What follows belongs to an exercise in optimizing a design on an open flow for small area; a production flow would make more cautious choices. Only simulation tests tie the RTL to the original design; equivalence was not proved. Power is estimated from default activity; no workload was simulated.

### flow/design.v
package synth_pkg;
    localparam int num_voices = 4;
    localparam int midi_w     = 7;
    localparam int sample_w   = 8;
    localparam int phase_w    = 16;
    typedef enum logic [1:0] {
        wave_saw      = 2'd0,
        wave_square   = 2'd1,
        wave_triangle = 2'd2
    } waveform_t;
    localparam logic [midi_w-1:0] cc_waveform     = 7'd70;
    localparam logic [midi_w-1:0] cc_square_min   = 7'd43;
    localparam logic [midi_w-1:0] cc_triangle_min = 7'd86;
    function automatic logic [10:0] rca10(input logic [9:0] a, input logic [9:0] b, input logic cin);
        logic [10:0] c;
        logic [9:0]  x;
        c[0] = cin;
        for (int i = 0; i < 10; i++) begin
            x[i]   = a[i] ^ b[i] ^ c[i];
            c[i+1] = (a[i] & b[i]) | (c[i] & (a[i] ^ b[i]));
        end
        rca10 = {c[10], x};
    endfunction
    function automatic logic [7:0] octave_semi(input logic [6:0] note);
        logic [3:0] o;
        logic [1:0] r;
        logic [2:0] t;
        logic       ge;
        r = {1'b0, note[6]};
        for (int i = 5; i >= 2; i--) begin
            t      = {r, note[i]};
            ge     = t[2] | (t[1] & t[0]);
            o[i-2] = ge;
            r      = ge ? {t[2] & t[0], t[2] & !t[0]} : t[1:0];
        end
        octave_semi = {o, r, note[1:0]};
    endfunction
    function automatic logic [phase_w-1:0] semi_base(input logic [3:0] semi);
        case (semi)
            4'd0:    semi_base = 16'd16384;
            4'd1:    semi_base = 16'd17358;
            4'd2:    semi_base = 16'd18391;
            4'd3:    semi_base = 16'd19484;
            4'd4:    semi_base = 16'd20643;
            4'd5:    semi_base = 16'd21870;
            4'd6:    semi_base = 16'd23170;
            4'd7:    semi_base = 16'd24548;
            4'd8:    semi_base = 16'd26008;
            4'd9:    semi_base = 16'd27554;
            4'd10:   semi_base = 16'd29193;
            default: semi_base = 16'd30929;
        endcase
    endfunction
    function automatic logic [phase_w-1:0] note_incr(input logic [midi_w-1:0] note);
        logic [3:0]         octave;
        logic [3:0]         semi;
        logic [phase_w-1:0] base;
        octave = 4'(note / 7'd12);
        semi   = 4'(note % 7'd12);
        case (semi)
            4'd0:    base = 16'd16384;
            4'd1:    base = 16'd17358;
            4'd2:    base = 16'd18391;
            4'd3:    base = 16'd19484;
            4'd4:    base = 16'd20643;
            4'd5:    base = 16'd21870;
            4'd6:    base = 16'd23170;
            4'd7:    base = 16'd24548;
            4'd8:    base = 16'd26008;
            4'd9:    base = 16'd27554;
            4'd10:   base = 16'd29193;
            default: base = 16'd30929;
        endcase
        note_incr = base >> (4'd10 - octave);
    endfunction
endpackage
`timescale 1ns/1ps
module uart_rx #(
    parameter int clks_per_bit = 8
) (
    input  logic       clk,
    input  logic       rst_n,
    input  logic       di,
    output logic [7:0] byte_data,
    output logic       byte_valid
);
    localparam logic [1:0] st_idle  = 2'd0;
    localparam logic [1:0] st_start = 2'd1;
    localparam logic [1:0] st_data  = 2'd2;
    localparam logic [1:0] st_stop  = 2'd3;
    logic [7:0]       sc;
    logic [1:0]       state;
    logic [5:0]       c;
    logic [5:0]       c_inc;
    logic [1:0]       di_sync;
    logic [7:0]       shift;
    logic             rx;
    logic             take_bit;
    assign state      = sc[7:6];
    assign c          = sc[5:0];
    assign rx         = di_sync[1];
    assign take_bit   = (state == st_data) && (c[2:0] == 3'd7);
    assign byte_data  = shift;
    assign byte_valid = (state == st_idle) && c[0];
    assign c_inc      = 6'(synth_pkg::rca10(10'(c), 10'd0, 1'b1));
    always_ff @(posedge clk) begin
        if (!rst_n) begin
            sc         <= '0;
            di_sync    <= 2'b11;
        end else begin
            di_sync    <= {di_sync[0], di};
            case (state)
                st_idle: begin
                    sc <= {rx ? st_idle : st_start, 6'd0};
                end
                st_start: begin
                    if (c[1:0] == 2'd3) sc <= {rx ? st_idle : st_data, 6'd0};
                    else                sc <= {st_start, c_inc};
                end
                st_data: begin
                    sc <= {(c == 6'd63) ? st_stop : st_data, c_inc};
                end
                default: begin
                    if (c[2:0] == 3'd7) sc <= {st_idle, 5'd0, rx};
                    else                sc <= {st_stop, c_inc};
                end
            endcase
        end
    end
    always_ff @(posedge clk) begin
        if (take_bit) shift <= {rx, shift[7:1]};
    end
endmodule
`timescale 1ns/1ps
module midi_parser (
    input  logic                        clk,
    input  logic                        rst_n,
    input  logic [3:0]                  channel,
    input  logic [7:0]                  byte_data,
    input  logic                        byte_valid,
    output logic [synth_pkg::midi_w-1:0] first_byte,
    output logic                        note_on,
    output logic                        note_off,
    output logic                        note_off_nx,
    output logic                        cc_valid
);
    typedef enum logic [1:0] {rs_none, rs_note_on, rs_note_off, rs_cc} run_t;
    run_t              run;
    logic              have_first;
    logic              is_status;
    logic              is_data;
    logic              second;
    assign is_status = byte_valid && byte_data[7] && !(&byte_data[6:3]);
    assign is_data   = byte_valid && !byte_data[7] && (run != rs_none);
    assign second    = is_data && have_first;
    assign note_off_nx = second && ((run == rs_note_off) ||
                                    ((run == rs_note_on) && (byte_data[6:0] == '0)));
    always_ff @(posedge clk) begin
        if (!rst_n) begin
            run        <= rs_none;
            have_first <= 1'b0;
            note_on    <= 1'b0;
            note_off   <= 1'b0;
            cc_valid   <= 1'b0;
        end else begin
            note_on  <= second && (run == rs_note_on) && (byte_data[6:0] != '0);
            note_off <= note_off_nx;
            cc_valid <= second && (run == rs_cc);
            if (is_status) begin
                have_first <= 1'b0;
                if (byte_data[3:0] != channel) begin
                    run <= rs_none;
                end else begin
                    case (byte_data[7:4])
                        4'h9:    run <= rs_note_on;
                        4'h8:    run <= rs_note_off;
                        4'hB:    run <= rs_cc;
                        default: run <= rs_none;
                    endcase
                end
            end else if (is_data) begin
                have_first <= !have_first;
            end
        end
    end
    always_ff @(posedge clk) begin
        if (is_data && !have_first) first_byte <= byte_data[6:0];
    end
endmodule
`timescale 1ns/1ps
module voice_alloc (
    input  logic                            clk,
    input  logic                            rst_n,
    input  logic                            note_on,
    input  logic                            note_off,
    input  logic [synth_pkg::num_voices-1:0] note_match,
    input  logic [1:0]                      h,
    output logic [synth_pkg::num_voices-1:0] voice_active,
    output logic [synth_pkg::num_voices-1:0] off_sel,
    output logic                            wr_head
);
    logic [synth_pkg::num_voices-1:0] free_sel;
    logic [1:0]                       free_idx;
    logic                             free_found;
    logic                             off_found;
    logic                             pend;
    logic [1:0]                       pend_idx;
    always_comb begin
        free_sel   = '0;
        off_sel    = '0;
        free_idx   = '0;
        for (int i = synth_pkg::num_voices - 1; i >= 0; i--) begin
            if (!voice_active[i]) begin
                free_sel    = '0;
                free_sel[i] = 1'b1;
                free_idx    = 2'(i);
            end
            if (voice_active[i] && note_match[i]) begin
                off_sel    = '0;
                off_sel[i] = 1'b1;
            end
        end
        free_found = !(&voice_active);
        off_found  = |off_sel;
    end
    assign wr_head = (note_on && free_found && (free_idx == h)) || (pend && (pend_idx == h));
    always_ff @(posedge clk) begin
        if (!rst_n) begin
            voice_active <= '0;
            pend         <= 1'b0;
        end else begin
            if (note_on && free_found) begin
                voice_active <= voice_active | free_sel;
            end else if (note_off && off_found) begin
                voice_active <= voice_active & ~off_sel;
            end
            if (note_on && free_found && (free_idx != h)) pend <= 1'b1;
            else if (pend_idx == h) pend <= 1'b0;
        end
    end
    always_ff @(posedge clk) begin
        if (note_on) pend_idx <= free_idx;
    end
endmodule
`timescale 1ns/1ps
module synth_ctrl_regs (
    input  logic                        clk,
    input  logic                        rst_n,
    input  logic [synth_pkg::midi_w-1:0] cc_num,
    input  logic [synth_pkg::midi_w-1:0] cc_val,
    input  logic                        cc_valid,
    output synth_pkg::waveform_t        waveform
);
    logic ge_tri;
    logic ge_sq;
    assign ge_tri = cc_val[6] && (cc_val[5] || (cc_val[4] && (cc_val[3] || (cc_val[2] && cc_val[1]))));
    assign ge_sq  = cc_val[6] || (cc_val[5] && (cc_val[4] || (cc_val[3] && (cc_val[2] || (cc_val[1] && cc_val[0])))));
    always_ff @(posedge clk) begin
        if (!rst_n) begin
            waveform <= synth_pkg::wave_saw;
        end else if (cc_valid && (cc_num == synth_pkg::cc_waveform)) begin
            if (ge_tri) begin
                waveform <= synth_pkg::wave_triangle;
            end else if (ge_sq) begin
                waveform <= synth_pkg::wave_square;
            end else begin
                waveform <= synth_pkg::wave_saw;
            end
        end
    end
endmodule
`timescale 1ns/1ps
module osc_bank #(
    parameter int sample_div = 64
) (
    input  logic                            clk,
    input  logic                            rst_n,
    input  logic [synth_pkg::midi_w-1:0]     note_in,
    input  logic [synth_pkg::midi_w-1:0]     vel_in,
    input  logic                            wr_head,
    input  logic                            note_off,
    input  logic                            note_off_nx,
    input  logic [synth_pkg::num_voices-1:0] voice_active,
    input  logic [synth_pkg::num_voices-1:0] off_sel,
    input  synth_pkg::waveform_t            waveform,
    output logic [synth_pkg::num_voices-1:0] note_match,
    output logic [1:0]                      h,
    output logic [synth_pkg::sample_w-1:0]   mix,
    output logic                            sample_tick
);
    localparam int nv = synth_pkg::num_voices;
    localparam int pw = synth_pkg::phase_w;
    localparam int mw = synth_pkg::midi_w;
    localparam int sw = synth_pkg::sample_w;
    logic [5:0]            dm;
    logic [3:0]            k;
    logic [nv-1:0][pw-1:0] r_phase;
    logic [nv-1:0][mw-1:0] r_note;
    logic [nv-1:0][mw-1:0] r_vel;
    logic [nv-1:0][sw-1:0] r_prod;
    logic [nv-1:0]         r_cy;
    logic [nv-1:0]         alive;
    synth_pkg::waveform_t  wave_t;
    logic [sw+1:0]         acc;
    logic [sw+1:0]         acc_sum;
    logic                  surv;
    logic [sw-1:0]         top;
    logic [sw-1:0]         shaped;
    logic                  tri_sel;
    logic                  saw_sel;
    logic [sw:0]           pp;
    logic [3:0]            octave;
    logic [3:0]            semi;
    logic [pw-1:0]         base;
    logic [4:0]            bidx;
    logic [31:0]           base_x;
    logic [1:0]            inc2;
    logic [2:0]            sum2;
    logic [pw-1:0]         phase_fb;
    always_ff @(posedge clk) begin
        if (!rst_n) begin
            dm          <= 6'd63;
            sample_tick <= 1'b0;
        end else begin
            dm          <= 6'(synth_pkg::rca10(10'(dm), 10'd0, 1'b1));
            sample_tick <= (dm == 6'd62);
        end
    end
    assign h = dm[1:0];
    assign k = dm[5:2];
    always_ff @(posedge clk) begin
        for (int v = 0; v < nv; v++) begin
            if (h == 2'(v)) note_match[v] <= (r_note[0] == note_in);
        end
    end
    always_comb begin
        case (h)
            2'd0:    surv = alive[0] && voice_active[0] && !((note_off || note_off_nx) && off_sel[0]);
            2'd1:    surv = alive[1] && voice_active[1] && !(note_off && off_sel[1]);
            2'd2:    surv = alive[2] && voice_active[2];
            default: surv = alive[3];
        endcase
    end
    always_comb begin
        top = r_phase[0][pw-1 -: sw];
        tri_sel = (wave_t == synth_pkg::wave_triangle);
        saw_sel = (wave_t != synth_pkg::wave_square) && !tri_sel;
        shaped[0] = saw_sel ? top[0] : (top[sw-1] && !tri_sel);
        for (int i = 1; i < sw; i++) begin
            shaped[i] = saw_sel ? top[i] : top[sw-1] ^ (tri_sel && top[i-1]);
        end
        pp = 9'(synth_pkg::rca10(10'((k == 4'd0) ? '0 : r_prod[0]), 10'(r_vel[0][k[2:0]] ? shaped : '0), 1'b0));
    end
    always_comb begin
        {octave, semi} = synth_pkg::octave_semi(r_note[0]);
        base     = synth_pkg::semi_base(semi);
        bidx     = 5'(synth_pkg::rca10(synth_pkg::rca10(10'({k[2:0], 1'b0}), 10'd27, 1'b0), {6'd0, ~octave}, 1'b0));
        base_x   = {16'd0, base};
        inc2     = base_x[bidx +: 2];
        sum2     = 3'(synth_pkg::rca10(10'(r_phase[0][1:0]), 10'(inc2), (k[2:0] != 3'd0) && r_cy[0]));
        phase_fb = {sum2[1:0], r_phase[0][pw-1:2]};
        if (k == 4'd15 && !surv) phase_fb = '0;
    end
    always_comb begin
        acc_sum  = (sw+2)'(synth_pkg::rca10((dm == 6'd60) ? '0 : acc, surv ? 10'(r_prod[0]) : '0, 1'b0));
    end
    assign mix = acc_sum[sw+1 -: sw];
    always_ff @(posedge clk) begin
        for (int i = 0; i < nv - 1; i++) begin
            r_phase[i] <= r_phase[i+1];
            r_note[i]  <= r_note[i+1];
            r_vel[i]   <= r_vel[i+1];
            r_prod[i]  <= r_prod[i+1];
            r_cy[i]    <= r_cy[i+1];
        end
        r_phase[nv-1] <= k[3] ? phase_fb : r_phase[0];
        r_prod[nv-1]  <= (!k[3] && k[2:0] != 3'd7) ? pp[sw:1] : r_prod[0];
        r_cy[nv-1]    <= sum2[2];
        r_note[nv-1]  <= wr_head ? note_in : r_note[0];
        r_vel[nv-1]   <= wr_head ? vel_in : r_vel[0];
        acc           <= acc_sum;
        if (sample_tick) wave_t <= waveform;
    end
    always_ff @(posedge clk) begin
        if (!rst_n) begin
            alive <= '0;
        end else if (sample_tick) begin
            alive <= voice_active;
        end else begin
            alive <= alive & voice_active;
        end
    end
endmodule
`timescale 1ns/1ps
module mixer (
    input  logic                          clk,
    input  logic                          rst_n,
    input  logic [synth_pkg::sample_w-1:0] mix,
    input  logic                          sample_tick,
    input  logic                          sample_ready,
    output logic [synth_pkg::sample_w-1:0] sample,
    output logic                          sample_valid
);
    logic load;
    assign load = sample_tick && (!sample_valid || sample_ready);
    always_ff @(posedge clk) begin
        if (!rst_n) begin
            sample_valid <= 1'b0;
        end else if (load) begin
            sample_valid <= 1'b1;
        end else if (sample_ready) begin
            sample_valid <= 1'b0;
        end
    end
    always_ff @(posedge clk) begin
        if (load) sample <= mix;
    end
endmodule
`timescale 1ns/1ps
module synth_top #(
    parameter int clks_per_bit = 8,
    parameter int sample_div   = 64
) (
    input  logic                            clk,
    input  logic                            rst_n,
    input  logic                            di,
    input  logic [3:0]                      channel,
    output logic [synth_pkg::sample_w-1:0]   sample,
    output logic                            sample_valid,
    input  logic                            sample_ready,
    output logic [synth_pkg::num_voices-1:0] voice_active
);
    logic [7:0]                      byte_data;
    logic                            byte_valid;
    logic [synth_pkg::midi_w-1:0]     first_byte;
    logic                            note_on;
    logic                            note_off;
    logic                            note_off_nx;
    logic                            cc_valid;
    logic [synth_pkg::num_voices-1:0] note_match;
    logic [synth_pkg::num_voices-1:0] off_sel;
    logic [1:0]                      h;
    logic                            wr_head;
    logic [synth_pkg::sample_w-1:0]   mix;
    logic                            sample_tick;
    synth_pkg::waveform_t            waveform;
    uart_rx #(
        .clks_per_bit(clks_per_bit)
    ) i_uart_rx (
        .clk(clk), .rst_n(rst_n), .di(di),
        .byte_data(byte_data), .byte_valid(byte_valid)
    );
    midi_parser i_midi_parser (
        .clk(clk), .rst_n(rst_n), .channel(channel),
        .byte_data(byte_data), .byte_valid(byte_valid),
        .first_byte(first_byte),
        .note_on(note_on), .note_off(note_off), .note_off_nx(note_off_nx),
        .cc_valid(cc_valid)
    );
    voice_alloc i_voice_alloc (
        .clk(clk), .rst_n(rst_n),
        .note_on(note_on), .note_off(note_off),
        .note_match(note_match), .h(h),
        .voice_active(voice_active), .off_sel(off_sel), .wr_head(wr_head)
    );
    synth_ctrl_regs i_synth_ctrl_regs (
        .clk(clk), .rst_n(rst_n),
        .cc_num(first_byte), .cc_val(byte_data[6:0]), .cc_valid(cc_valid),
        .waveform(waveform)
    );
    osc_bank #(
        .sample_div(sample_div)
    ) i_osc_bank (
        .clk(clk), .rst_n(rst_n),
        .note_in(first_byte), .vel_in(byte_data[6:0]), .wr_head(wr_head),
        .note_off(note_off), .note_off_nx(note_off_nx),
        .voice_active(voice_active), .off_sel(off_sel),
        .waveform(waveform),
        .note_match(note_match), .h(h), .mix(mix), .sample_tick(sample_tick)
    );
    mixer i_mixer (
        .clk(clk), .rst_n(rst_n),
        .mix(mix), .sample_tick(sample_tick),
        .sample_ready(sample_ready), .sample(sample), .sample_valid(sample_valid)
    );
endmodule
### flow/flow/run.sh
#!/bin/bash
set -euo pipefail
cd "$(dirname "$0")/.."
bash standard.sh \
  "CTS_ARGS=-sink_clustering_enable -repair_clock_nets -dont_use_dummy_load -sink_clustering_size 20 -sink_clustering_max_diameter 50 -buf_list sky130_fd_sc_hd__clkbuf_8" \
  "BUFFER_PORTS_ARGS=-buffer_cell sky130_fd_sc_hd__buf_1" \
  finish > flow.log 2>&1
### flow/standard.sh
#!/bin/bash
# synth_recipe.tcl (not shown) runs the flow's synth.tcl, then flattens the netlist and writes it again
# the make line also repeats each setting of config.mk as NAME=value (left out here)
make -C /OpenROAD-flow-scripts/flow DESIGN_CONFIG=/design/flow/config.mk WORK_HOME=/design/flow/orfs CLKGATE_MAP_FILE= SYNTH_SCRIPT=/design/flow/synth_recipe.tcl "${@:-finish}"
### flow/config.mk
export PLATFORM = sky130hd
export DESIGN_NAME = synth_top
export DESIGN_NICKNAME = synth_top
export VERILOG_FILES = /design/flow/design.v
export SDC_FILE = /design/flow/constraint.sdc
export NUM_CORES = 4
export LEC_CHECK = 0
export ABC_AREA = 1
export CAP_MARGIN = 20
export CORE_MARGIN = 2
export CORE_UTILIZATION = 60
export SLEW_MARGIN = 20
### flow/constraint.sdc
create_clock -name core_clock -period 10.0 [get_ports {clk}]
set_input_delay 2.0000 -clock core_clock [delete_from_list [all_inputs] [get_ports {clk}]]
set_output_delay 2.0000 -clock core_clock [all_outputs]
set_load 0.01 [all_outputs]
==> results of run 1 <==
[cells in the final DEF, fill, tap and decap left out, types with 20 or more instances in the layout]
cell                         n
sky130_fd_sc_hd__dfxtp_1   201
sky130_fd_sc_hd__edfxtp_1   31
sky130_fd_sc_hd__nand3_1    57
sky130_fd_sc_hd__inv_1      90
sky130_fd_sc_hd__a21oi_1    35
sky130_fd_sc_hd__nand2_1   177
sky130_fd_sc_hd__buf_1      20
sky130_fd_sc_hd__nor2_1     48
sky130_fd_sc_hd__ha_1       26
sky130_fd_sc_hd__o21ai_0    30
[worst register-to-register path: cells and delay by family, from the launching register on]
kind | cells | cell delay (ns)
buffers and inverters | 4 | 0.72
DFF | 1 | 0.49
adders and majority gates | 9 | 3.05
xor gates and xnor gates | 1 | 0.09
and+or+nand+nor | 3 | 0.65
[path summary, 6_finish.rpt]
path	from	end	slack, ns	depth (start not counted)
worst max-delay path	i_osc_bank.dm[5]$_SDFF_PN1_	i_mixer.sample[7]$_DFFE_PP_	4.76	17
worst min-delay path	i_osc_bank.r_prod[22]$_DFF_P_	i_osc_bank.r_prod[14]$_DFF_P_	0.28	0
worst max register to register	i_osc_bank.dm[5]$_SDFF_PN1_	i_mixer.sample[7]$_DFFE_PP_	4.76	17
worst min register to register	i_osc_bank.r_prod[22]$_DFF_P_	i_osc_bank.r_prod[14]$_DFF_P_	0.28	0
[final cells by class]
type	count	area, um2	share of cell area, %
tap	180	225	2.53
clock buffer	19	262	2.94
timing repair buffer	21	82.6	0.928
inverter	97	367	4.12
multi-input combinational	498	3000	33.8
sequential	232	4950	55.7
[cell families (layout without fill, tap and decap cells)]
family,Yosys count,in the layout
and+or+nand+nor,334,334
DFF,232,232
buffers and inverters,116,137
AOI/OAI and AO/OA,99,99
adders and majority gates,45,45
xor gates and xnor gates,19,19
muxes,1,1
[per-layer routing]
layer,part of all wire (%),vias up,global-route usage [%],routed length [um]
met2,45,101,33.8,6650
met5,0,-,0,0
met4,1.9,0,5.17,278
met1,48,2568,28.6,7100
li1,-,2761,-,-
met3,4.5,22,3.25,663
[power groups by stage]
stage | registers, mW | clock network [mW] | logic (mW)
after floorplan | 1.22 | 0 | 0.358
after global placement | 1.25 | 0 | 0.436
after detailed placement | 1.26 | 0 | 0.446
after CTS | 1.24 | 0.448 | 0.448
after global routing | 1.25 | 0.481 | 0.524
final | 1.23 | 0.434 | 0.443
[state kept, by name, summed over array words and instances (netlist names), 6 cells and up]
name                      flops
i_uart_rx.sc                  8
i_osc_bank.acc               10
i_osc_bank.r_vel             28
i_mixer.sample                8
i_osc_bank.r_phase           64
i_osc_bank.dm                 6
i_osc_bank.r_note            28
i_uart_rx.shift               8
i_osc_bank.r_prod            32
i_midi_parser.first_byte      7
==> insert_results.sql, run 1 <==
INSERT INTO impl_metrics (metric_group, metric, value, unit) VALUES
('outcome', 'status', 'complete, no violations', ''),
('synth', 'mux_share_of_post_synthesis_cell_area', '0.134', '%'),
('placement', 'place_inst', '1028', ''),
('synth', 'synth_xor_area_share', '1.98', '%'),
('drt', 'drt_iter0_markers', '369', ''),
('sta', 'setup_total_negative_slack', '0', 'ns'),
('worst_setup_path', 'worst_ep_required_time', '10.27', 'ns'),
('clock_network', 'clock_path_buffers', '3', ''),
('synth', 'synth.net_count', '899', ''),
('sta', 'rsz0062_at_grt', 'no', ''),
('power_and_ir_drop', 'pwr-share-clk', '20.6', '%'),
('synth', 'synth_compound_area_share', '6.96', '%'),
('synth', 'synthesis.instances', '846', ''),
('drt', 'routed-via-count', '5452', ''),
('sta', 'finalCriticalPeriod', '5.24', 'ns'),
('sta', 'fin_hold_ws', '0.280', 'ns'),
('clock_network', 'cts.clk_slew.worst_paths', '0.11', 'ns'),
('placement', 'detailedPlacementHpwl', '10700', 'um'),
('synth', 'post_synth_adder_cell_area', '8.39', '%'),
('floorplanning', 'num_rows', '43', ''),
('synth', 'ys_top_cells_by_count', 'sky130_fd_sc_hd__dfxtp_1 (201), sky130_fd_sc_hd__nand2_1 (177), sky130_fd_sc_hd__inv_1 (90), sky130_fd_sc_hd__nand3_1 (57), sky130_fd_sc_hd__nor2_1 (48)', ''),
('worst_setup_path', 'critical_path.startpoint_type', 'flop', ''),
('clock_network', 'tritoncts_clock_tree', 'done', ''),
('layout', 'num-fill-cells', '1165', ''),
('synth', 'avgSynthCellArea', '9.94', 'um2'),
('sta', 'worst_slew_pin_slew', '1.01', 'ns'),
('synth', 'synth_simple_gate_area_share', '18.2', '%'),
('layout', 'final_area', '8890', 'um2'),
('clock_network', 'ctsResizeCount', '0', ''),
('worst_setup_path', 'cp_cell_sequence', 'inv_1 > nor3_1 > nand2_1 > inv_1 > nor2_1 > ha_1 > inv_1 > fa_1 > fa_1 > fa_1 > fa_1 > fa_1 > fa_1 > fa_1 > inv_1 > ha_1 > xnor2_1', ''),
('sta', 'final_max_slew_viol_count', '0', ''),
('power_and_ir_drop', 'static-leakage-power', '3.82', 'nW'),
('layout', 'num-nets-final', '922', ''),
('drt', 'wl_per_cell', '14.0', 'um'),
('power_and_ir_drop', 'internal_power', '1.48', 'mW'),
('synth', 'synth-seq-area-share', '58.9', '%'),
('global_route', 'first_global_vias', '5317', ''),
('power_and_ir_drop', 'pwr-share-seq', '58.4', '%'),
('clock_network', 'later_pin_clock_latency_in_the_skew_report', '0.52', 'ns'),
('floorplanning', 'die_w', '122', 'um'),
('sta', 'min_period_over_period', '52.4', '%'),
('worst_setup_path', 'cp_slowest_cell', 'sky130_fd_sc_hd__inv_1', ''),
('layout', 'fin_cells', '1047', ''),
('power_and_ir_drop', 'pwr-share-comb', '21.0', '%'),
('power_and_ir_drop', 'switchingPower', '0.627', 'mW'),
('job', 'drv.max_cap_violation_count', '0', ''),
('clock_network', 'master_cell_of_the_clock_root_buffer', 'sky130_fd_sc_hd__clkbuf_8', ''),
('global_route', 'largest_net_degree_at_the_start_of_global_routing', '29', ''),
('floorplanning', 'fp.dieArea', '15000', 'um2'),
('worst_setup_path', 'cp_data_arrival_time', '5.50', 'ns'),
('placement', 'placement.io_buffers', '20', ''),
('placement', 'gp_routability_congestion', '0.847', ''),
('global_route', 'first_pass_grt_wire_length', '24800', 'um'),
('synth', 'postSynthRegisterBits', '232', ''),
('sta', 'total_of_endpoints_with_negative_setup_slack_in_the_final_report', '0', ''),
('sta', 'final_critical_path_setup_slack', '4.76', 'ns'),
('layout', 'fraction_of_layout_cells_with_a_size_suffix_above_1', '7.27', '%'),
('power_and_ir_drop', 'total_power', '2.11', 'mW'),
('power_and_ir_drop', 'switching_share', '29.7', '%'),
('layout', 'finish.utilization', '64.6', '%'),
('worst_setup_path', 'critPathTopFamily', 'adder cells', ''),
('synth', 'synth_top_family_by_area', 'simple AND/OR/NAND/NOR gates', ''),
('floorplanning', 'initial_utilization', '61.1', '%'),
('clock_network', 'cts_setup_buffers', '0', ''),
('drt', 'finalWirelength', '14700', 'um'),
('synth', 'synth.yosys.warnings', '6', ''),
('drt', 'detail_route.first_pass.iterations', '5', ''),
('worst_setup_path', 'critPathBufInv', '4', ''),
('sta', 'finClkSkew', '0.0973', 'ns'),
('worst_setup_path', 'criticalPathCategory', 'reg -> reg', ''),
('layout', 'area_growth_syn_to_layout', '5.76', '%');
==> run 2, diff against run 1 <==
--- a/flow/design.v
+++ b/flow/design.v
@@ -84,3 +84,4 @@
     output logic [7:0] byte_data,
-    output logic       byte_valid
+    output logic       byte_valid,
+    output logic       shifting
 );
@@ -104,2 +105,3 @@
     assign byte_valid = (state == st_idle) && c[0];
+    assign shifting   = (state == st_data);
     assign c_inc      = 6'(synth_pkg::rca10(10'(c), 10'd0, 1'b1));
@@ -140,3 +142,6 @@
     input  logic                        byte_valid,
-    output logic [synth_pkg::midi_w-1:0] first_byte,
+    input  logic                        shifting,
+    output logic                        first_ev,
+    output logic                        first_live,
+    output logic                        cc_is_wave,
     output logic                        note_on,
@@ -155,2 +160,3 @@
     assign second    = is_data && have_first;
+    assign first_ev  = is_data && !have_first;
     assign note_off_nx = second && ((run == rs_note_off) ||
@@ -164,3 +170,6 @@
             cc_valid   <= 1'b0;
+            first_live <= 1'b0;
         end else begin
+            if (first_ev)      first_live <= 1'b1;
+            else if (shifting) first_live <= 1'b0;
             note_on  <= second && (run == rs_note_on) && (byte_data[6:0] != '0);
@@ -186,3 +195,3 @@
     always_ff @(posedge clk) begin
-        if (is_data && !have_first) first_byte <= byte_data[6:0];
+        if (first_ev) cc_is_wave <= (byte_data[6:0] == synth_pkg::cc_waveform);
     end
@@ -194,2 +203,3 @@
     input  logic                            note_on,
+    input  logic                            first_ev,
     input  logic                            note_off,
@@ -199,3 +209,4 @@
     output logic [synth_pkg::num_voices-1:0] off_sel,
-    output logic                            wr_head
+    output logic                            wr_note,
+    output logic                            wr_vel
 );
@@ -207,2 +218,6 @@
     logic [1:0]                       pend_idx;
+    logic                             pend_vel;
+    logic                             wr_ev;
+    logic                             wr_now;
+    logic                             wr_pend;
     always_comb begin
@@ -225,3 +240,7 @@
     end
-    assign wr_head = (note_on && free_found && (free_idx == h)) || (pend && (pend_idx == h));
+    assign wr_ev   = (first_ev || note_on) && free_found;
+    assign wr_now  = wr_ev && (free_idx == h);
+    assign wr_pend = pend && (pend_idx == h);
+    assign wr_note = (wr_now && !note_on) || (wr_pend && !pend_vel);
+    assign wr_vel  = (wr_now && note_on) || (wr_pend && pend_vel);
     always_ff @(posedge clk) begin
@@ -236,3 +255,3 @@
             end
-            if (note_on && free_found && (free_idx != h)) pend <= 1'b1;
+            if (wr_ev && (free_idx != h)) pend <= 1'b1;
             else if (pend_idx == h) pend <= 1'b0;
@@ -241,3 +260,6 @@
     always_ff @(posedge clk) begin
-        if (note_on) pend_idx <= free_idx;
+        if (first_ev || note_on) begin
+            pend_idx <= free_idx;
+            pend_vel <= note_on;
+        end
     end
@@ -248,3 +270,3 @@
     input  logic                        rst_n,
-    input  logic [synth_pkg::midi_w-1:0] cc_num,
+    input  logic                        cc_is_wave,
     input  logic [synth_pkg::midi_w-1:0] cc_val,
@@ -260,3 +282,3 @@
             waveform <= synth_pkg::wave_saw;
-        end else if (cc_valid && (cc_num == synth_pkg::cc_waveform)) begin
+        end else if (cc_valid && cc_is_wave) begin
             if (ge_tri) begin
@@ -277,5 +299,6 @@
     input  logic                            rst_n,
-    input  logic [synth_pkg::midi_w-1:0]     note_in,
-    input  logic [synth_pkg::midi_w-1:0]     vel_in,
-    input  logic                            wr_head,
+    input  logic [synth_pkg::midi_w-1:0]     din,
+    input  logic                            first_live,
+    input  logic                            wr_note,
+    input  logic                            wr_vel,
     input  logic                            note_off,
@@ -332,3 +355,3 @@
         for (int v = 0; v < nv; v++) begin
-            if (h == 2'(v)) note_match[v] <= (r_note[0] == note_in);
+            if (first_live && h == 2'(v)) note_match[v] <= (r_note[0] == din);
         end
@@ -378,4 +401,4 @@
         r_cy[nv-1]    <= sum2[2];
-        r_note[nv-1]  <= wr_head ? note_in : r_note[0];
-        r_vel[nv-1]   <= wr_head ? vel_in : r_vel[0];
+        r_note[nv-1]  <= wr_note ? din : r_note[0];
+        r_vel[nv-1]   <= wr_vel ? din : r_vel[0];
         acc           <= acc_sum;
@@ -434,3 +457,6 @@
     logic                            byte_valid;
-    logic [synth_pkg::midi_w-1:0]     first_byte;
+    logic                            shifting;
+    logic                            first_ev;
+    logic                            first_live;
+    logic                            cc_is_wave;
     logic                            note_on;
@@ -442,3 +468,4 @@
     logic [1:0]                      h;
-    logic                            wr_head;
+    logic                            wr_note;
+    logic                            wr_vel;
     logic [synth_pkg::sample_w-1:0]   mix;
@@ -450,3 +477,3 @@
         .clk(clk), .rst_n(rst_n), .di(di),
-        .byte_data(byte_data), .byte_valid(byte_valid)
+        .byte_data(byte_data), .byte_valid(byte_valid), .shifting(shifting)
     );
@@ -455,3 +482,4 @@
         .byte_data(byte_data), .byte_valid(byte_valid),
-        .first_byte(first_byte),
+        .shifting(shifting), .first_ev(first_ev), .first_live(first_live),
+        .cc_is_wave(cc_is_wave),
         .note_on(note_on), .note_off(note_off), .note_off_nx(note_off_nx),
@@ -461,5 +489,5 @@
         .clk(clk), .rst_n(rst_n),
-        .note_on(note_on), .note_off(note_off),
+        .note_on(note_on), .first_ev(first_ev), .note_off(note_off),
         .note_match(note_match), .h(h),
-        .voice_active(voice_active), .off_sel(off_sel), .wr_head(wr_head)
+        .voice_active(voice_active), .off_sel(off_sel), .wr_note(wr_note), .wr_vel(wr_vel)
     );
@@ -467,3 +495,3 @@
         .clk(clk), .rst_n(rst_n),
-        .cc_num(first_byte), .cc_val(byte_data[6:0]), .cc_valid(cc_valid),
+        .cc_is_wave(cc_is_wave), .cc_val(byte_data[6:0]), .cc_valid(cc_valid),
         .waveform(waveform)
@@ -474,3 +502,3 @@
         .clk(clk), .rst_n(rst_n),
-        .note_in(first_byte), .vel_in(byte_data[6:0]), .wr_head(wr_head),
+        .din(byte_data[6:0]), .first_live(first_live), .wr_note(wr_note), .wr_vel(wr_vel),
         .note_off(note_off), .note_off_nx(note_off_nx),
--- a/flow/config.mk
+++ b/flow/config.mk
@@ -10,3 +10,3 @@
 export CORE_MARGIN = 2
-export CORE_UTILIZATION = 60
+export CORE_UTILIZATION = 75
 export SLEW_MARGIN = 20
==> insert_results.sql, run 2 <==
INSERT INTO impl_metrics (metric_group, metric, value, unit) VALUES
('worst_setup_path', 'critical_path.endpoint_type', 'flop', ''),
('worst_setup_path', 'criticalPathCategory', 'reg -> reg', ''),
('clock_network', 'tritoncts_clock_tree', 'done', ''),
('clock_network', 'cts-buffers-inserted', '16', ''),
('worst_setup_path', 'worstPathMaxFanout', '7', ''),
('placement', 'gp_routability_congestion', '1.00', ''),
('placement', 'placement.io_buffers', '20', ''),
('layout', 'num-nets-final', '964', ''),
('outcome', 'status', 'complete, no violations', ''),
('synth', 'number_of_distinct_standard_cells_referenced_by_the_synthesized_netlist', '47', ''),
('sta', 'worst_slew_pin_slew', '1.10', 'ns'),
('hold_path', 'worst_hold_path_type', 'reg -> reg', ''),
('layout', 'registers.top_by_ff_count', 'i_osc_bank.r_phase', ''),
('synth', 'share_of_synthesized_flip_flops_with_an_asynchronous_set_or_reset', '0', '%'),
('clock_network', 'later_pin_clock_latency_in_the_skew_report', '0.50', 'ns'),
('sta', 'min_period_over_period', '52.7', '%'),
('clock_network', 'clock_path_buffers', '3', ''),
('job', 'drv.max_cap_violation_count', '0', ''),
('layout', 'finish.utilization', '80.8', '%'),
('synth', 'synth.top_cell.area_share', '48.0', '%'),
('synth', 'syn_area', '8420', 'um2'),
('sta', 'achievable-frequency', '190', 'MHz'),
('synth', 'avgSynthCellArea', '9.42', 'um2'),
('clock_network', 'cts_max_level', '1', ''),
('floorplanning', 'chipHeight', '110', 'um'),
('power_and_ir_drop', 'static-leakage-power', '3.96', 'nW'),
('layout', 'fraction_of_layout_cells_with_a_size_suffix_above_1', '5.94', '%'),
('clock_network', 'cts_setup_buffers', '0', ''),
('layout', 'most-common-layout-cells', 'sky130_fd_sc_hd__nand2_1 (204), sky130_fd_sc_hd__dfxtp_1 (202), sky130_fd_sc_hd__inv_1 (115)', ''),
('synth', 'synth-edff-count', '26', ''),
('synth', 'synthesis.instances', '894', ''),
('synth', 'synth.yosys.warnings', '6', ''),
('placement', 'post_dp_cell_area', '8570', 'um2'),
('drt', 'finalWirelength', '15500', 'um'),
('global_route', 'globalRouteOverflowTotal', '0', ''),
('worst_setup_path', 'path_common_cell', 'sky130_fd_sc_hd__fa_1', ''),
('floorplanning', 'area_of_the_core_region', '10900', 'um2'),
('worst_setup_path', 'worst_ep_required_time', '10.22', 'ns'),
('layout', 'number_of_flip_flops_under_the_largest_register_name', '64', ''),
('synth', 'synth-seq-area-share', '57.3', '%'),
('floorplanning', 'num_io_pins', '21', ''),
('clock_network', 'clock_sink_count', '228', ''),
('drt', 'routed-via-count', '5775', ''),
('clock_network', 'ctsResizeCount', '0', ''),
('global_route', 'first_pass_grt_wire_length', '25100', 'um'),
('layout', 'n_antenna_cell', '0', ''),
('sta', 'total_of_endpoints_with_negative_setup_slack_in_the_final_report', '0', ''),
('worst_setup_path', 'cp_data_arrival_time', '5.50', 'ns'),
('worst_setup_path', 'critical_path.startpoint_type', 'flop', ''),
('floorplanning', 'die_w', '110', 'um'),
('global_route', 'first_global_vias', '5399', ''),
('layout', 'fin_cells', '1049', ''),
('synth', 'synth.net_count', '947', ''),
('placement', 'place_inst', '1033', ''),
('drt', 'detail_route.first_pass.iterations', '5', ''),
('synth', 'top_cell_type_by_total_area_after_synthesis', 'sky130_fd_sc_hd__dfxtp_1', ''),
('clock_network', 'number_of_hold_repair_buffers_added_at_the_cts_stage', '0', ''),
('clock_network', 'cts.clk_slew.worst_paths', '0.11', 'ns'),
('power_and_ir_drop', 'power_density', '235', 'nW/um2'),
('layout', 'final_area', '8790', 'um2'),
('power_and_ir_drop', 'vdd_ir_drop_max', '212', 'uV'),
('drt', 'wl_per_cell', '14.8', 'um'),
('worst_setup_path', 'critPathTopFamily', 'adder cells', ''),
('synth', 'ys_top_cells_by_area', 'sky130_fd_sc_hd__dfxtp_1 (48%), sky130_fd_sc_hd__edfxtp_1 (9.3%), sky130_fd_sc_hd__nand2_1 (9.1%), sky130_fd_sc_hd__inv_1 (5.1%), sky130_fd_sc_hd__fa_1 (4.5%)', ''),
('sta', 'rsz0062_at_grt', 'no', ''),
('layout', 'layout_top_registers', 'i_osc_bank.r_phase: 64 flops, i_osc_bank.r_prod: 32 flops', ''),
('power_and_ir_drop', 'total_power', '2.07', 'mW'),
('layout', 'num-fill-cells', '666', ''),
('drt', 'drt_iter0_markers', '542', ''),
('sta', 'max_slew_margin', '26.5', '%'),
('placement', 'post-place-ws', '4.79', 'ns'),
('drt', 'post_drt_via_cell_ratio', '5.51', ''),
('drt', 'drt_drc_violations_left', '0', ''),
('floorplanning', 'num_rows', '38', ''),
('sta', 'final_max_slew_viol_count', '0', ''),
('global_route', 'grtUsageTotal', '26.4', '%'),
('sta', 'hold_violations', '0', ''),
('sta', 'finalCriticalPeriod', '5.27', 'ns'),
('global_route', 'largest_net_degree_at_the_start_of_global_routing', '24', ''),
('placement', 'detailedPlacementHpwl', '11500', 'um'),
('synth', 'ys_top_cells_by_count', 'sky130_fd_sc_hd__nand2_1 (204), sky130_fd_sc_hd__dfxtp_1 (202), sky130_fd_sc_hd__inv_1 (115), sky130_fd_sc_hd__nand3_1 (56), sky130_fd_sc_hd__nor2_1 (50)', ''),
('synth', 'postSynth.topFlopCell', 'sky130_fd_sc_hd__dfxtp_1', ''),
('worst_setup_path', 'cp_slowest_cell', 'sky130_fd_sc_hd__edfxtp_1', ''),
('global_route', 'antenna_found_initial', '0', ''),
('floorplanning', 'initial_utilization', '77.4', '%'),
('floorplanning', 'fp.dieArea', '12100', 'um2'),
('sta', 'final_critical_path_setup_slack', '4.73', 'ns'),
('worst_setup_path', 'critPathBufInv', '3', ''),
('sta', 'finClkSkew', '0.0378', 'ns'),
('sta', 'setup_total_negative_slack', '0', 'ns'),
('layout', 'area_growth_syn_to_layout', '4.40', '%'),
('sta', 'fin_hold_ws', '0.313', 'ns'),
('worst_setup_path', 'cp_cell_sequence', 'inv_1 > nand2_1 > nor3_1 > nand4_1 > nor2_1 > o21bai_1 > a21oi_1 > nor2_1 > nor2_1 > nand2_1 > o21ai_2 > inv_1 > nand2_1 > fa_1 > fa_1 > fa_1 > fa_1 > fa_1 > fa_1 > fa_1 > inv_1 > ha_1 > xnor2_1', ''),
('synth', 'post-synth-top-count-cell', 'sky130_fd_sc_hd__nand2_1', ''),
('clock_network', 'master_cell_of_the_clock_root_buffer', 'sky130_fd_sc_hd__clkbuf_8', ''),
('worst_setup_path', 'max_stage_delay', '0.52', 'ns'),
('synth', 'postSynthRegisterBits', '228', ''),
('layout', 'layout.cells.most_common', 'sky130_fd_sc_hd__nand2_1', ''),
('drt', 'antenna_left', '0', '');
## run 2: changes by cell type after synthesis, moves of 3 or more
cell | before | now
sky130_fd_sc_hd__buf_2 | 2 | 5
sky130_fd_sc_hd__edfxtp_1 | 31 | 26
sky130_fd_sc_hd__inv_1 | 90 | 115
sky130_fd_sc_hd__nand2_1 | 177 | 204
## run 2: layout make-up
type                       instances  area [um2]  area share, %
tap                              140         175           1.99
multi-input combinational        526        3050           34.7
clock buffer                      16         220           2.50
sequential                       228        4820           54.9
timing repair buffer              20        75.1          0.854
inverter                         119         447           5.08
## run 2: worst reg2reg max path, delay by kind of cell (launching register included)
family	cells	cell delay, ns
AND/OR/NAND/NOR	8	0.73
adder cells (fa/ha/maj)	8	2.89
XOR/XNOR	1	0.08
flip-flops	1	0.52
buffers and inverters	3	0.37
AO/OA/AOI/OAI	3	0.42
## run 2: final timing paths
| kind | end | slack [ns] | from | depth (start not counted) |
|---|---|---|---|---|
| worst max-delay path | i_mixer.sample[7]$_DFFE_PP_ | 4.73 | i_uart_rx.shift[5]$_DFFE_PP_ | 23 |
| worst min-delay path | i_osc_bank.r_prod[2]$_DFF_P_ | 0.31 | i_osc_bank.r_prod[10]$_DFF_P_ | 0 |
| worst max register to register | i_mixer.sample[7]$_DFFE_PP_ | 4.73 | i_uart_rx.shift[5]$_DFFE_PP_ | 23 |
| worst min register to register | i_osc_bank.r_prod[2]$_DFF_P_ | 0.31 | i_osc_bank.r_prod[10]$_DFF_P_ | 0 |
## run 2: cells by family (layout without fill, tap and decap cells)
logic type | Yosys count | in the layout | synth area share (%)
AOI/OAI and AO/OA | 100 | 100 | 6.73
xor gates and xnor gates | 18 | 18 | 1.87
adders and majority gates | 45 | 45 | 8.38
buffers and inverters | 140 | 155 | 6.49
DFF | 228 | 228 | 57.3
muxes | 1 | 1 | 0.134
and+or+nand+nor | 362 | 362 | 19.1
## run 2: layer usage
metal | global-route usage, % | wire length (um)
met5 | 0 | 0
met1 | 34.8 | 6670
met2 | 44.2 | 7330
met4 | 10.1 | 574
met3 | 4.12 | 902
## run 2: where the power goes
part | total (mW) | switching (mW) | internal, mW
clock network | 0.388 | 0.243 | 0.145
registers | 1.23 | 0.0968 | 1.13
logic | 0.452 | 0.284 | 0.168
==> run 3, diff against run 2 <==
--- a/flow/config.mk
+++ b/flow/config.mk
@@ -10,3 +10,3 @@
 export CORE_MARGIN = 2
-export CORE_UTILIZATION = 75
+export CORE_UTILIZATION = 60
 export SLEW_MARGIN = 20
==> insert_results.sql, run 3 <==
INSERT INTO impl_metrics (metric_group, metric, value, unit) VALUES
('outcome', 'status', 'complete, no violations', ''),
('worst_setup_path', 'worst_ep_required_time', '10.26', 'ns'),
('synth', 'share_of_synthesized_flip_flops_with_an_asynchronous_set_or_reset', '0', '%'),
('synth', 'synth-seq-area-share', '57.3', '%'),
('power_and_ir_drop', 'vdd_ir_drop_max', '129', 'uV'),
('synth', 'synth.net_count', '947', ''),
('synth', 'post-synth-top-count-cell', 'sky130_fd_sc_hd__nand2_1', ''),
('drt', 'antenna_left', '0', ''),
('sta', 'finClkSkew', '0.0708', 'ns'),
('synth', 'mux_share_of_post_synthesis_cell_area', '0.134', '%'),
('drt', 'met2WireLength', '7170', 'um'),
('sta', 'max_slew_margin', '33.2', '%'),
('synth', 'post_synth_adder_cell_area', '8.38', '%'),
('global_route', 'largest_net_degree_at_the_start_of_global_routing', '24', ''),
('clock_network', 'clock_sink_count', '228', ''),
('sta', 'min_period_over_period', '51.7', '%'),
('clock_network', 'later_pin_clock_latency_in_the_skew_report', '0.53', 'ns'),
('drt', 'post_drt_via_cell_ratio', '5.17', ''),
('synth', 'synth_top_family_by_area', 'simple AND/OR/NAND/NOR gates', ''),
('layout', 'fraction_of_layout_cells_with_a_size_suffix_above_1', '6.25', '%'),
('sta', 'setup_total_negative_slack', '0', 'ns'),
('synth', 'synth-edff-count', '26', ''),
('floorplanning', 'die_w', '122', 'um'),
('worst_setup_path', 'worstPathMaxFanout', '21', ''),
('drt', 'routed-via-count', '5649', ''),
('clock_network', 'number_of_hold_repair_buffers_added_at_the_cts_stage', '0', ''),
('worst_setup_path', 'path_common_cell', 'sky130_fd_sc_hd__fa_1', ''),
('drt', 'wl_met1', '6810', 'um'),
('drt', 'detail_route.first_pass.iterations', '6', ''),
('clock_network', 'cts_setup_buffers', '0', ''),
('sta', 'hold_violations', '0', ''),
('layout', 'sequential_cell_area', '4820', 'um2'),
('layout', 'layout_top_registers', 'i_osc_bank.r_phase: 64 flops, i_osc_bank.r_prod: 32 flops', ''),
('placement', 'post_dp_cell_area', '8620', 'um2'),
('clock_network', 'cts.clk_slew.worst_paths', '0.10', 'ns'),
('worst_setup_path', 'cp_cell_sequence', 'inv_1 > nor3_1 > nand2_1 > inv_1 > nor2_1 > ha_1 > inv_1 > fa_1 > fa_1 > fa_1 > fa_1 > fa_1 > fa_1 > fa_1 > inv_1 > ha_1 > xnor2_1', ''),
('layout', 'most-common-layout-cells', 'sky130_fd_sc_hd__nand2_1 (204), sky130_fd_sc_hd__dfxtp_1 (202), sky130_fd_sc_hd__inv_1 (115)', ''),
('placement', 'detailedPlacementHpwl', '10900', 'um'),
('drt', 'finalWirelength', '15000', 'um'),
('synth', 'syn_area', '8420', 'um2'),
('synth', 'postSynth.topFlopCell', 'sky130_fd_sc_hd__dfxtp_1', ''),
('synth', 'synth_compound_area_share', '6.73', '%'),
('clock_network', 'clock_path_buffers', '3', ''),
('layout', 'number_of_flip_flops_under_the_largest_register_name', '64', ''),
('sta', 'finalCriticalPeriod', '5.17', 'ns'),
('power_and_ir_drop', 'static-leakage-power', '3.98', 'nW'),
('synth', 'synth_xor_area_share', '1.87', '%'),
('synth', 'number_of_distinct_standard_cells_referenced_by_the_synthesized_netlist', '47', ''),
('drt', 'drt_iter0_markers', '542', ''),
('layout', 'multi_input_comb_area', '3050', 'um2'),
('global_route', 'globalRouteOverflowTotal', '0', ''),
('clock_network', 'tritoncts_clock_tree', 'done', ''),
('clock_network', 'ctsResizeCount', '0', ''),
('layout', 'area_growth_syn_to_layout', '5.48', '%'),
('sta', 'worst_slew_pin_slew', '1.00', 'ns'),
('synth', 'avgSynthCellArea', '9.42', 'um2'),
('clock_network', 'master_cell_of_the_clock_root_buffer', 'sky130_fd_sc_hd__clkbuf_8', ''),
('floorplanning', 'area_of_the_core_region', '13800', 'um2'),
('layout', 'n_antenna_cell', '0', ''),
('clock_network', 'cts_max_level', '1', ''),
('synth', 'top_cell_type_by_total_area_after_synthesis', 'sky130_fd_sc_hd__dfxtp_1', ''),
('sta', 'final_max_slew_viol_count', '0', ''),
('sta', 'total_of_endpoints_with_negative_setup_slack_in_the_final_report', '0', ''),
('floorplanning', 'initial_utilization', '61.2', '%'),
('floorplanning', 'num_rows', '43', ''),
('layout', 'finish.utilization', '64.5', '%'),
('power_and_ir_drop', 'total_power', '2.11', 'mW'),
('worst_setup_path', 'critical_path.endpoint_type', 'flop', ''),
('floorplanning', 'chipHeight', '122', 'um'),
('synth', 'synthesis.instances', '894', ''),
('synth', 'ys_top_cells_by_area', 'sky130_fd_sc_hd__dfxtp_1 (48%), sky130_fd_sc_hd__edfxtp_1 (9.3%), sky130_fd_sc_hd__nand2_1 (9.1%), sky130_fd_sc_hd__inv_1 (5.1%), sky130_fd_sc_hd__fa_1 (4.5%)', '');
==> run 3: cell types whose count changed in the layout (fill, tap and decap cells not counted) <==
cell,delta
sky130_fd_sc_hd__clkbuf_8,+3
==> run 3: kinds of logic after synthesis <==
family,after synthesis
xor gates and xnor gates,18
and+or+nand+nor,362
DFF,228
AOI/OAI and AO/OA,100
buffers and inverters,140
muxes,1
adders and majority gates,45
==> run 3: worst paths after layout <==
| path | startpoint | endpoint | slack (ns) | cells after the start |
|---|---|---|---|---|
| worst max register to register | i_osc_bank.dm[5]$_SDFF_PN1_ | i_mixer.sample[7]$_DFFE_PP_ | 4.83 | 17 |
| worst max-delay path | i_osc_bank.dm[5]$_SDFF_PN1_ | i_mixer.sample[7]$_DFFE_PP_ | 4.83 | 17 |
| worst min-delay path | i_osc_bank.r_vel[25]$_DFF_P_ | i_osc_bank.r_vel[18]$_DFF_P_ | 0.29 | 0 |
| worst min register to register | i_osc_bank.r_vel[25]$_DFF_P_ | i_osc_bank.r_vel[18]$_DFF_P_ | 0.29 | 0 |
==> run 3: power by group <==
group          total (mW)  switching, mW  internal, mW
Sequential           1.22         0.0893          1.13
Combinational       0.452          0.281         0.172
Clock               0.434          0.264         0.171
Total                2.11          0.634          1.47
==> run 3: routing by layer <==
layer | up-vias | global-route usage (%)
li1 | 2863 | -
met1 | 2616 | 27.8
met2 | 140 | 35.0
met3 | 30 | 3.16
met4 | 0 | 7.11
met5 | - | 0
==> run 3: area by class of cell <==
cell class / count / share of cell area [%]
clock buffer: 19 / 2.94
timing repair buffer: 20 / 0.845
tap: 180 / 2.53
inverter: 119 / 5.03
sequential: 228 / 54.3
multi-input combinational: 526 / 34.3
==> run 3: metrics by stage <==
step                setup slack [ns]  cells
detailed placement              4.82   1073
global route                    4.46   1092
finish                          4.83   1092
CTS                             4.81   1092
global placement                4.96   1073
floorplan                       5.38    894
==> run 3: critical path: cells and delay by family, from the launching register on <==
kind / cells / cell delay, ns
buffers and inverters: 4 / 0.74
and+or+nand+nor: 3 / 0.62
DFF: 1 / 0.48
xor gates and xnor gates: 1 / 0.08
adders and majority gates: 9 / 3.00

what the ideal ports hide:
How much do the figures lean on ideal ports? The routed layouts below were timed once more, with nothing changed but the port constraints.
Step 1 sets driving cells, clkbuf_16 on the clock port and buf_2 on the other inputs (assumed; they add their load-dependent delay and slew).
Step 2 times the ports against the registers' clock, not the clock port: input delays grow and output delays shrink by t, the midpoint of the rising clock arrivals with the driver on.
Slacks: ideal ports / drivers / drivers and shift; pairs: ideal ports / drivers.
run	t, ns	setup WS [ns]	hold slack, ns	worst data-port slew with drivers (ns)
run 1	0.512	4.763 / 4.763 / 4.763	0.280 / 0.280 / 0.280	0.03
run 2	0.512	4.728 / 4.728 / 4.728	0.313 / 0.313 / 0.313	0.03
run 3	0.531	4.830 / 4.830 / 4.830	0.287 / 0.287 / 0.287	0.03
After both steps every run listed still meets setup and hold.
